From an optimization exercise on the open Yosys and OpenROAD flow, aimed at small area, a short achievable clock period and few clock cycles per item; shortcuts taken in it are not production practice. Only simulation tests tie the RTL to the original design; equivalence was not proved.

==> flow/design.v <==
module data_memory_ctrl (
  input  logic        clk,
  input  logic        rst,
  input  logic        req_valid,
  output logic        req_ready,
  input  logic        req_we,
  input  logic [2:0]  req_funct3,
  input  logic [31:0] req_addr,
  input  logic [31:0] req_wdata,
  output logic        rsp_valid,
  output logic [31:0] rsp_rdata,
  output logic        rsp_err
);
  logic        illegal, misalign, out_of_range, fault;
  logic [3:0]  be;
  logic [31:0] wlanes;
  always_comb begin
    be       = 4'b0000;
    wlanes   = req_wdata;
    misalign = 1'b0;
    illegal  = 1'b0;
    case (req_funct3)
      3'b000, 3'b100: begin
        be      = 4'b0001 << req_addr[1:0];
        wlanes  = {4{req_wdata[7:0]}};
        illegal = req_we && req_funct3[2];
      end
      3'b001, 3'b101: begin
        be       = req_addr[1] ? 4'b1100 : 4'b0011;
        wlanes   = {2{req_wdata[15:0]}};
        misalign = req_addr[0];
        illegal  = req_we && req_funct3[2];
      end
      3'b010: begin
        be       = 4'b1111;
        misalign = |req_addr[1:0];
      end
      default: illegal = 1'b1;
    endcase
    out_of_range = |req_addr[31:8];
    fault        = illegal || misalign || out_of_range;
  end
  logic        ready_q;
  logic        v1_q;        
  logic        err1_q;      
  logic        ld1_q;       
  logic [3:0]  wbe1_q;      
  logic [63:0] sel1_q;      
  logic [1:0]  off1_q;
  logic [2:0]  f31_q;
  logic [31:0] wd1_q;
  wire accept = req_valid && ready_q;
  always_ff @(posedge clk) begin
    if (rst) begin
      ready_q <= 1'b0;
      v1_q    <= 1'b0;
      wbe1_q  <= 4'b0000;
    end else begin
      ready_q <= 1'b1;
      v1_q    <= accept;
      wbe1_q  <= (accept && !fault && req_we) ? be : 4'b0000;
    end
  end
  always_ff @(posedge clk) begin
    err1_q <= fault;
    ld1_q  <= !fault && !req_we;
    sel1_q <= 64'b1 << req_addr[7:2];
    off1_q <= req_addr[1:0];
    f31_q  <= req_funct3;
    wd1_q  <= wlanes;
  end
  assign req_ready = ready_q;
  logic [31:0] mem_q [64];
  logic [63:0] wsel_n;
  logic [3:0]  wbe_n;
  logic [3:0]  we_lane [64];
  assign wsel_n = ~sel1_q;
  assign wbe_n  = ~wbe1_q;
  for (genvar w = 0; w < 64; w++) begin : g_we
    for (genvar b = 0; b < 4; b++) begin : g_lane
      dm_nor2 u_we (.a(wsel_n[w]), .b(wbe_n[b]), .y(we_lane[w][b]));
    end
  end
  always_ff @(posedge clk) begin
    for (int w = 0; w < 64; w++) begin
      for (int b = 0; b < 4; b++) begin
        if (we_lane[w][b]) mem_q[w][8*b +: 8] <= wd1_q[8*b +: 8];
      end
    end
  end
  logic [31:0] word;
  for (genvar b = 0; b < 32; b++) begin : g_rd
    logic [21:0] grp_n;
    for (genvar g = 0; g < 21; g++) begin : g_ao3
      dm_aoi222 u_ao (
        .d ({mem_q[3*g+2][b], mem_q[3*g+1][b], mem_q[3*g][b]}),
        .s (sel1_q[3*g+2 -: 3]),
        .yn(grp_n[g])
      );
    end
    dm_nand2 u_nd63 (.a(mem_q[63][b]), .b(sel1_q[63]), .y(grp_n[21]));
    logic [7:0] l1;
    logic [2:0] l2_n;
    for (genvar k = 0; k < 6; k++) begin : g_l1
      dm_nand3 u_n3 (.a(grp_n[3*k]), .b(grp_n[3*k+1]), .c(grp_n[3*k+2]), .y(l1[k]));
    end
    dm_nand2 u_n2a (.a(grp_n[18]), .b(grp_n[19]), .y(l1[6]));
    dm_nand2 u_n2b (.a(grp_n[20]), .b(grp_n[21]), .y(l1[7]));
    dm_nor3  u_r0 (.a(l1[0]), .b(l1[1]), .c(l1[2]), .y(l2_n[0]));
    dm_nor3  u_r1 (.a(l1[3]), .b(l1[4]), .c(l1[5]), .y(l2_n[1]));
    dm_nor2  u_r2 (.a(l1[6]), .b(l1[7]), .y(l2_n[2]));
    dm_nand3 u_w  (.a(l2_n[0]), .b(l2_n[1]), .c(l2_n[2]), .y(word[b]));
  end
  logic        v2_q, err2_q, ld2_q;
  logic [1:0]  off2_q;
  logic [2:0]  f32_q;
  logic [31:0] word2_q;
  always_ff @(posedge clk) begin
    if (rst) v2_q <= 1'b0;
    else     v2_q <= v1_q;
  end
  always_ff @(posedge clk) begin
    err2_q  <= err1_q;
    ld2_q   <= ld1_q;
    off2_q  <= off1_q;
    f32_q   <= f31_q;
    word2_q <= word;
  end
  logic [31:0] shifted, load_val;
  always_comb begin
    shifted = word2_q >> {off2_q, 3'b000};
    case (f32_q)
      3'b000:  load_val = {{24{shifted[7]}}, shifted[7:0]};
      3'b100:  load_val = {24'h000000, shifted[7:0]};
      3'b001:  load_val = {{16{shifted[15]}}, shifted[15:0]};
      3'b101:  load_val = {16'h0000, shifted[15:0]};
      default: load_val = word2_q;
    endcase
  end
  logic        rsp_valid_q, rsp_err_q;
  logic [31:0] rsp_rdata_q;
  always_ff @(posedge clk) begin
    if (rst) rsp_valid_q <= 1'b0;
    else     rsp_valid_q <= v2_q;
  end
  always_ff @(posedge clk) begin
    rsp_err_q   <= err2_q;
    rsp_rdata_q <= ld2_q ? load_val : 32'h0;
  end
  assign rsp_valid = rsp_valid_q;
  assign rsp_rdata = rsp_rdata_q;
  assign rsp_err   = rsp_err_q;
endmodule
module dm_aoi222 (
  input  logic [2:0] d,
  input  logic [2:0] s,
  output logic       yn
);
  assign yn = ~|(d & s);
endmodule
module dm_nand2 (
  input  logic a,
  input  logic b,
  output logic y
);
  assign y = ~(a & b);
endmodule
module dm_nor2 (
  input  logic a,
  input  logic b,
  output logic y
);
  assign y = ~(a | b);
endmodule
module dm_nand3 (
  input  logic a,
  input  logic b,
  input  logic c,
  output logic y
);
  assign y = ~(a & b & c);
endmodule
module dm_nor3 (
  input  logic a,
  input  logic b,
  input  logic c,
  output logic y
);
  assign y = ~(a | b | c);
endmodule
make LEC_CHECK=0 ABC_CLOCK_PERIOD_IN_PS=2500 CAP_MARGIN=20 CORE_MARGIN=2 CORE_UTILIZATION=70 CTS_CLUSTER_DIAMETER=120 CTS_CLUSTER_SIZE=25 SETUP_SLACK_MARGIN=3.0 SLEW_MARGIN=20 SYNTH_HIERARCHICAL=1 finish   # period 5.5 ns
run.sh (not shown) runs the stock make flow with config.mk's settings and CLKGATE_MAP_FILE= SYNTH_SCRIPT=/design/flow/synth_recipe.tcl, a recipe that flattens the netlist after the stock synthesis.
The baseline produced a clean layout.
Testbench counts at the start, summed over its fixed seeds: cycles 12,024, items 12,000.
Next try:
--- a/flow/design.v
+++ b/flow/design.v
@@ -97,21 +97,11 @@
         .s (sel1_q[3*g+2 -: 3]),
         .yn(grp_n[g])
       );
     end
     dm_nand2 u_nd63 (.a(mem_q[63][b]), .b(sel1_q[63]), .y(grp_n[21]));
-    logic [7:0] l1;
-    logic [2:0] l2_n;
-    for (genvar k = 0; k < 6; k++) begin : g_l1
-      dm_nand3 u_n3 (.a(grp_n[3*k]), .b(grp_n[3*k+1]), .c(grp_n[3*k+2]), .y(l1[k]));
-    end
-    dm_nand2 u_n2a (.a(grp_n[18]), .b(grp_n[19]), .y(l1[6]));
-    dm_nand2 u_n2b (.a(grp_n[20]), .b(grp_n[21]), .y(l1[7]));
-    dm_nor3  u_r0 (.a(l1[0]), .b(l1[1]), .c(l1[2]), .y(l2_n[0]));
-    dm_nor3  u_r1 (.a(l1[3]), .b(l1[4]), .c(l1[5]), .y(l2_n[1]));
-    dm_nor2  u_r2 (.a(l1[6]), .b(l1[7]), .y(l2_n[2]));
-    dm_nand3 u_w  (.a(l2_n[0]), .b(l2_n[1]), .c(l2_n[2]), .y(word[b]));
+    assign word[b] = ~&grp_n;
   end
   logic        v2_q, err2_q, ld2_q;
   logic [1:0]  off2_q;
   logic [2:0]  f32_q;
   logic [31:0] word2_q;
@@ -170,21 +160,5 @@
   input  logic b,
   output logic y
 );
   assign y = ~(a | b);
 endmodule
-module dm_nand3 (
-  input  logic a,
-  input  logic b,
-  input  logic c,
-  output logic y
-);
-  assign y = ~(a & b & c);
-endmodule
-module dm_nor3 (
-  input  logic a,
-  input  logic b,
-  input  logic c,
-  output logic y
-);
-  assign y = ~(a | b | c);
-endmodule
Setup slack degrades by 0.25 ns. Via count stays flat. Worst hold slack got worse by 0.058 ns. Clock skew came out higher by 0.010 ns. Core utilization increases by 0.39 points. Register-to-register slack loses 0.30 ns. Final cell count falls by 3.1%. Routed wire length rises by 1.7%. Non-clock buffer count came out higher by 37.
Testbench counts after the change, summed over its fixed seeds: cycles 12,024, items 12,000.

[what the ideal ports hide]
In the flow no input, the clock included, has a driving cell. The finished layouts below were timed again as built, in two steps. Step 1: set_driving_cell puts a clkbuf_16 on clk and a buf_2 on each other input, an assumption about the parent block. Step 2 moves the port delays by t, midway between the first and last clock arrival at a register: inputs arrive t later, outputs are due t later. That takes back most of the time a late clock gives input paths. Three values: no drivers, after step 1, after step 2; two values: the first two.
run	t (ns)	slack for setup (ns)	slew at the worst register clock pin (ns)
the first run	0.790	3.014 / 2.935 / 2.422	0.10 / 0.10
the second run	0.800	2.763 / 2.763 / 2.444	0.10 / 0.10
After both steps every run listed still meets setup and hold. For the first run, which loses most, drivers alone change the setup slack by -0.079 ns; drivers and shift together by -0.592 ns.
